Context: an optimization exercise on an open-source flow, tuned for small area, a short achievable clock period and few clock cycles. The choices shown serve that exercise and are no tape-out recipe.
Only simulation tests tie the RTL to the original design; equivalence was not proved.
Power is estimated from default activity; no workload was simulated.

Design naas_dma, start of the top module:
module naas_dma (
    input  logic                            clk,
    input  logic                            arst_n,
    input  logic [naas_dma_pkg::DATA_W-1:0] s_axis_tdata,
    input  logic [naas_dma_pkg::STRB_W-1:0] s_axis_tstrb,
    input  logic                            s_axis_tvalid,
    input  logic                            s_axis_tlast,
    output logic                            s_axis_tready,
    output logic [naas_dma_pkg::DATA_W-1:0] host_tdata,
    output logic                            host_tvalid,
    output logic                            host_tlast,
    input  logic                            host_tready
);
clock: 5.5 ns
lec_check: 0
cap_margin: 20
core_margin: 2
core_utilization: 60
cts_cluster_diameter: 120
cts_cluster_size: 25
place_density: 0.7
setup_slack_margin: 3.0
slew_margin: 20
synth_memory_max_bits: 8192
run.sh (not shown) runs the stock make flow with config.mk's settings and CLKGATE_MAP_FILE= SYNTH_SCRIPT=/design/flow/synth_recipe.tcl, a recipe that flattens the netlist after the stock synthesis.
Testbench counts at the start, summed over its fixed seeds: cycles 7,883.
Rerun with:
CORE_UTILIZATION = 40   (was 60)
CTS_CLUSTER_DIAMETER = 110   (was 120)
CTS_CLUSTER_SIZE = 28   (was 25)
PLACE_DENSITY = unset   (was 0.7)
Result: Clock power goes down by 3.5%. Worst hold slack got worse by 0.0075 ns. Combinational power is about the same. Final area goes up by about 0.65%.

Another version of the RTL of naas_dma (not shown whole).
Size in the first run: ~3900 cells after synthesis, ~2200 flip-flops, about 59000 sq um of cells after synthesis.
Settings: LEC_CHECK=0, CAP_MARGIN=20, CORE_MARGIN=2, CORE_UTILIZATION=65, CTS_CLUSTER_DIAMETER=100, CTS_CLUSTER_SIZE=30, PLACE_DENSITY=0.72, SETUP_SLACK_MARGIN=3.0, SLEW_MARGIN=20, SYNTH_MEMORY_MAX_BITS=8192; clock period 5.5 ns.
The first run finished with timing, DRC and antenna clean.
Testbench counts at the start, summed over its fixed seeds: cycles 7,833.
Rerun with:
- CORE_UTILIZATION: 65 -> 40
- CTS_CLUSTER_DIAMETER: 100 -> 120
- CTS_CLUSTER_SIZE: 30 -> 25
- PLACE_DENSITY: 0.72 -> unset
=>
- The changed run passed the timing, design-rule and antenna checks
- fmax went up by 0.61%
- final cell count climbs by 14%
- worst setup slack gets better by 0.016 ns
- total power grows by 1.8%
- area after synthesis stays the same
- first-iteration DRC count decreases by 20%
- final area rises by 1.6%
- sequential power is about the same
- die area increases by 62%
- wire length rises by about 6%

The RTL this note starts from:
==> flow/design.v <==
package naas_dma_pkg;
    localparam int DATA_W           = 64;            
    localparam int STRB_W           = DATA_W / 8;
    localparam int ADDR_W           = 6;
    localparam int BUF_DEPTH        = 2 ** ADDR_W;
    localparam int PTR_W            = ADDR_W + 1;    
    localparam int MAX_BURST_QWORDS = 16;
    localparam int QCNT_W           = 5;             
    localparam int MAX_FRAME_QWORDS = 32;
    typedef logic [ADDR_W-1:0] addr_t;
    typedef logic [PTR_W-1:0]  ptr_t;
    typedef logic [QCNT_W-1:0] qcnt_t;
    typedef struct packed {
        logic [47:0] reserved;
        logic [15:0] byte_count;
    } rx_desc_t;
    typedef union packed {
        logic [DATA_W-1:0] data;
        rx_desc_t          desc;
    } buf_entry_u;
endpackage
`timescale 1ns/1ns
module naas_dma (
    input  logic                            clk,
    input  logic                            arst_n,
    input  logic [naas_dma_pkg::DATA_W-1:0] s_axis_tdata,
    input  logic [naas_dma_pkg::STRB_W-1:0] s_axis_tstrb,
    input  logic                            s_axis_tvalid,
    input  logic                            s_axis_tlast,
    output logic                            s_axis_tready,
    output logic [naas_dma_pkg::DATA_W-1:0] host_tdata,
    output logic                            host_tvalid,
    output logic                            host_tlast,
    input  logic                            host_tready
);
    localparam int N  = 32;                  
    localparam int S  = 8;                   
    localparam int D  = 4;                   
    localparam int PW = 5;                   
    localparam int CW = 6;                   
    function automatic logic [N-1:0] rmask();
        rmask = '0;
        for (int i = 1; i < N; i += 2)
            rmask[i] = 1'b1;
    endfunction
    localparam logic [N-1:0] RMASK = rmask();
    function automatic logic [PW-1:0] step(input logic [PW-1:0] p);
        step = (p == PW'(N - 1)) ? '0 : p + 1'b1;
    endfunction
    function automatic logic at_tap(input logic [PW-1:0] p);
        at_tap = 1'b0;
        for (int q = 1; q < N; q += S)
            if (p == PW'(q - 1))
                at_tap = 1'b1;
    endfunction
    function automatic logic [2:0] pop4(input logic [3:0] v);
        case (v)
            4'h0:                                     pop4 = 3'd0;
            4'h1, 4'h2, 4'h4, 4'h8:                   pop4 = 3'd1;
            4'h3, 4'h5, 4'h6, 4'h9, 4'ha, 4'hc:       pop4 = 3'd2;
            4'h7, 4'hb, 4'hd, 4'he:                   pop4 = 3'd3;
            default:                                  pop4 = 3'd4;
        endcase
    endfunction
    function automatic logic [3:0] pop8(input logic [7:0] v);
        logic [2:0] a, b;
        a = pop4(v[3:0]);
        b = pop4(v[7:4]);
        pop8 = '0;
        for (int i = 0; i <= 4; i++)
            for (int j = 0; j <= 4; j++)
                if (a == 3'(i) && b == 3'(j))
                    pop8 = 4'(i + j);
    endfunction
    logic [63:0]   ring [0:N-1];
    logic [PW-1:0] tpos;                 
    logic [N-1:0]  rsel;                 
    logic          hrd;                  
    logic [CW-1:0] cnt;                  
    logic [CW-1:0] cnt_up, cnt_dn;       
    logic          c0, c1, cn1, cn;      
    logic          tready_q;
    logic [4:0]    ibeats;               
    logic [4:0]    d_bm1 [0:D-1];        
    logic [3:0]    d_pc  [0:D-1];        
    logic [D:0]    dcnt;                 
    logic [63:0]   ho;                   
    logic [63:0]   hp;                   
    logic          hpv;
    logic          phase;                
    logic [4:0]    rem;                  
    logic          rz, r1;               
    logic [3:0]    bcnt;                 
    logic          b14, b15;             
    logic          hv;
    logic          hl;
    assign s_axis_tready = tready_q;
    assign host_tvalid   = hv;
    assign host_tlast    = hl;
    assign host_tdata    = ho;
    logic          wr, push, pop_h, dpop, opop, adv, rp, rok, need;
    logic          up, dn, dup, ddn;
    logic          phase_n, rz_n, r1_n;
    logic          c0_n, c1_n, cn1_n, cn_n;
    logic          dz, dd, dz_n, dd_n;
    logic [D:0]    dcnt_n;
    logic          b14_n, b15_n;
    logic [4:0]    rem_n;
    logic [4:0]    head_bm1;
    logic [3:0]    head_pc, new_pc;
    logic [8:0]    head_bytes;
    logic [63:0]   rdata;
    assign wr     = s_axis_tvalid && tready_q;
    assign push   = wr && s_axis_tlast;
    assign pop_h  = hv && host_tready;
    assign dpop   = pop_h && !phase;
    assign opop   = pop_h && phase;
    assign adv    = !hv || host_tready;             
    assign new_pc     = pop8(s_axis_tstrb);
    assign head_bm1   = dz ? ibeats : d_bm1[0];
    assign head_pc    = dz ? new_pc : d_pc[0];
    assign head_bytes = {6'(head_bm1) + 6'(head_pc[3]), head_pc[2:0]};
    always_comb begin
        rdata = '0;
        for (int i = 1; i < N; i += 2)
            rdata = rdata | (ring[i] & {64{rsel[i]}});    
    end
    always_comb begin
        phase_n = phase;
        rem_n   = rem;
        rz_n    = rz;
        r1_n    = r1;
        if (dpop) begin
            phase_n = 1'b1;
            rem_n   = d_bm1[0];
            rz_n    = (d_bm1[0] == 5'd0);
            r1_n    = (d_bm1[0] == 5'd1);
        end else if (opop) begin
            if (rz) begin
                phase_n = 1'b0;
            end else begin
                rem_n = rem - 1'b1;
                rz_n  = r1;
                r1_n  = (rem == 5'd2);
            end
        end
    end
    assign need = adv && phase_n;                   
    assign rok  = hrd && !c0;                       
    assign rp   = rok && (need || !hpv);            
    assign up  = wr && !rp;
    assign dn  = rp && !wr;
    assign dup = push && !dpop;
    assign ddn = dpop && !push;
    assign c0_n  = up ? 1'b0 : dn ? c1 : c0;
    assign c1_n  = up ? c0 : dn ? (cnt_dn == CW'(1)) : c1;
    assign cn1_n = up ? (cnt_up == CW'(N - 1)) : dn ? cn : cn1;
    assign cn_n  = up ? cn1 : dn ? 1'b0 : cn;
    assign dcnt_n = dup ? {dcnt[D-1:0], 1'b0} : ddn ? {1'b0, dcnt[D:1]} : dcnt;
    assign dz     = dcnt[0];
    assign dd     = dcnt[D];
    assign dz_n   = dcnt_n[0];
    assign dd_n   = dcnt_n[D];
    assign b14_n = pop_h ? (!hl && bcnt == 4'd13) : b14;
    assign b15_n = pop_h ? (!hl && b14) : b15;
    always_ff @(posedge clk) begin
        for (int i = 0; i < N; i++) begin
            if (i % S == 1 && tready_q && tpos == PW'(i - 1))
                ring[i] <= s_axis_tdata;
            else
                ring[i] <= ring[(i + N - 1) % N];
        end
        if (c0)
            rsel <= wr ? N'(2) : N'(1);
        else if (!rp)
            rsel <= {rsel[N-2:0], rsel[N-1]};
        if (c0)
            hrd <= wr && RMASK[1];
        else if (!rp)
            hrd <= |(rsel & {RMASK[0], RMASK[N-1:1]});
        if (adv)
            ho <= !phase_n ? {55'd0, head_bytes} : hpv ? hp : rdata;
        if (rok && (need == hpv))
            hp <= rdata;
        for (int i = 0; i < D; i++) begin
            if (push && (dpop ? dcnt[i + 1] : dcnt[i])) begin
                d_bm1[i] <= ibeats;
                d_pc[i]  <= new_pc;
            end else if (dpop && i < D - 1) begin
                d_bm1[i] <= d_bm1[(i + 1) % D];
                d_pc[i]  <= d_pc[(i + 1) % D];
            end
        end
        rem      <= rem_n;
        rz       <= rz_n;
        r1       <= r1_n;
        tready_q <= !cn_n && !dd_n && (c0_n || wr || at_tap(step(tpos)));
        if (adv)
            hl <= b15_n || (phase_n && rz_n && dz_n);
    end
    always_ff @(posedge clk or negedge arst_n) begin
        if (!arst_n) begin
            tpos   <= '0;
            cnt    <= '0;
            cnt_up <= CW'(1);
            cnt_dn <= '1;
            c0     <= 1'b1;
            c1     <= 1'b0;
            cn1    <= 1'b0;
            cn     <= 1'b0;
            ibeats <= '0;
            dcnt   <= (D + 1)'(1);
            phase  <= 1'b0;
            bcnt   <= '0;
            b14    <= 1'b0;
            b15    <= 1'b0;
            hv     <= 1'b0;
            hpv    <= 1'b0;
        end else begin
            if (c0_n)
                tpos <= '0;
            else if (!wr)
                tpos <= step(tpos);
            if (up) begin
                cnt    <= cnt_up;
                cnt_up <= cnt_up + 1'b1;
                cnt_dn <= cnt;
            end else if (dn) begin
                cnt    <= cnt_dn;
                cnt_up <= cnt;
                cnt_dn <= cnt_dn - 1'b1;
            end
            c0     <= c0_n;
            c1     <= c1_n;
            cn1    <= cn1_n;
            cn     <= cn_n;
            if (wr)
                ibeats <= s_axis_tlast ? 5'd0 : ibeats + 1'b1;
            dcnt   <= dcnt_n;
            phase  <= phase_n;
            if (pop_h)
                bcnt <= hl ? 4'd0 : bcnt + 1'b1;
            b14    <= b14_n;
            b15    <= b15_n;
            if (adv)
                hv <= phase_n ? (hpv || rok) : !dz_n;
            hpv    <= need ? (hpv && rok) : (hpv || rok);
        end
    end
endmodule
clock: 5.5 ns
lec_check: 0
cap_margin: 20
core_margin: 2
core_utilization: 65
cts_cluster_diameter: 120
cts_cluster_size: 25
place_density: 0.72
setup_slack_margin: 3.0
slew_margin: 20
synth_memory_max_bits: 8192
The baseline finished with timing, DRC and antenna clean.
Testbench counts at the start, summed over its fixed seeds: cycles 7,795.
==> next run, changes <==
--- a/flow/config.mk
+++ b/flow/config.mk
@@ -9,6 +9,5 @@
 export CORE_MARGIN = 2
-export CORE_UTILIZATION = 65
+export CORE_UTILIZATION = 40
 export CTS_CLUSTER_DIAMETER = 120
 export CTS_CLUSTER_SIZE = 25
-export PLACE_DENSITY = 0.72
 export SETUP_SLACK_MARGIN = 3.0
The changed run passed the timing, design-rule and antenna checks.
Fmax came out lower by about 3%.
Count of clock-buffer cells in the layout came out lower by 4.
Non-clock buffer count came out lower by 7.

==> what the ideal ports hide <==
The results above use ideal ports. As a check the final layouts listed here were re-extracted and re-timed, cells and wires unchanged.
Step 1: set_driving_cell puts a clkbuf_16 on clk and a buf_2 on each other input, an assumption about the parent block.
Step 2 also shifts input and output timing later by t, the mid clock arrival at the registers, as if the neighbouring blocks saw the same clock.
a / b / c = ideal / step 1 / step 2; a / b = the first two.
run | t (ns) | setup WS [ns] | latest minus earliest clock arrival (ns) | slew at the worst register clock pin (ns) | cell pins on the clock port's net
the first run of note 1 | 0.741 | 2.979 / 2.956 / 2.353 | 0.042 / 0.042 | 0.11 / 0.11 | 1
the second run of note 1 | 0.794 | 2.952 / 2.874 / 2.260 | 0.048 / 0.048 | 0.11 / 0.11 | 1
the first run of note 2 | 0.742 | 2.854 / 2.854 / 2.112 | 0.029 / 0.029 | 0.11 / 0.11 | 1
the second run of note 2 | 0.797 | 2.870 / 2.799 / 2.074 | 0.050 / 0.050 | 0.11 / 0.11 | 1
the first run of note 3 | 0.776 | 3.013 / 2.967 / 2.312 | 0.035 / 0.035 | 0.11 / 0.11 | 1
the second run of note 3 | 0.799 | 2.937 / 2.867 / 2.276 | 0.045 / 0.046 | 0.10 / 0.10 | 1
After both steps every run listed still meets setup and hold. The setup slack of the second run of note 2, which loses most, moves by -0.071 ns with the drivers and by -0.796 ns with both steps.
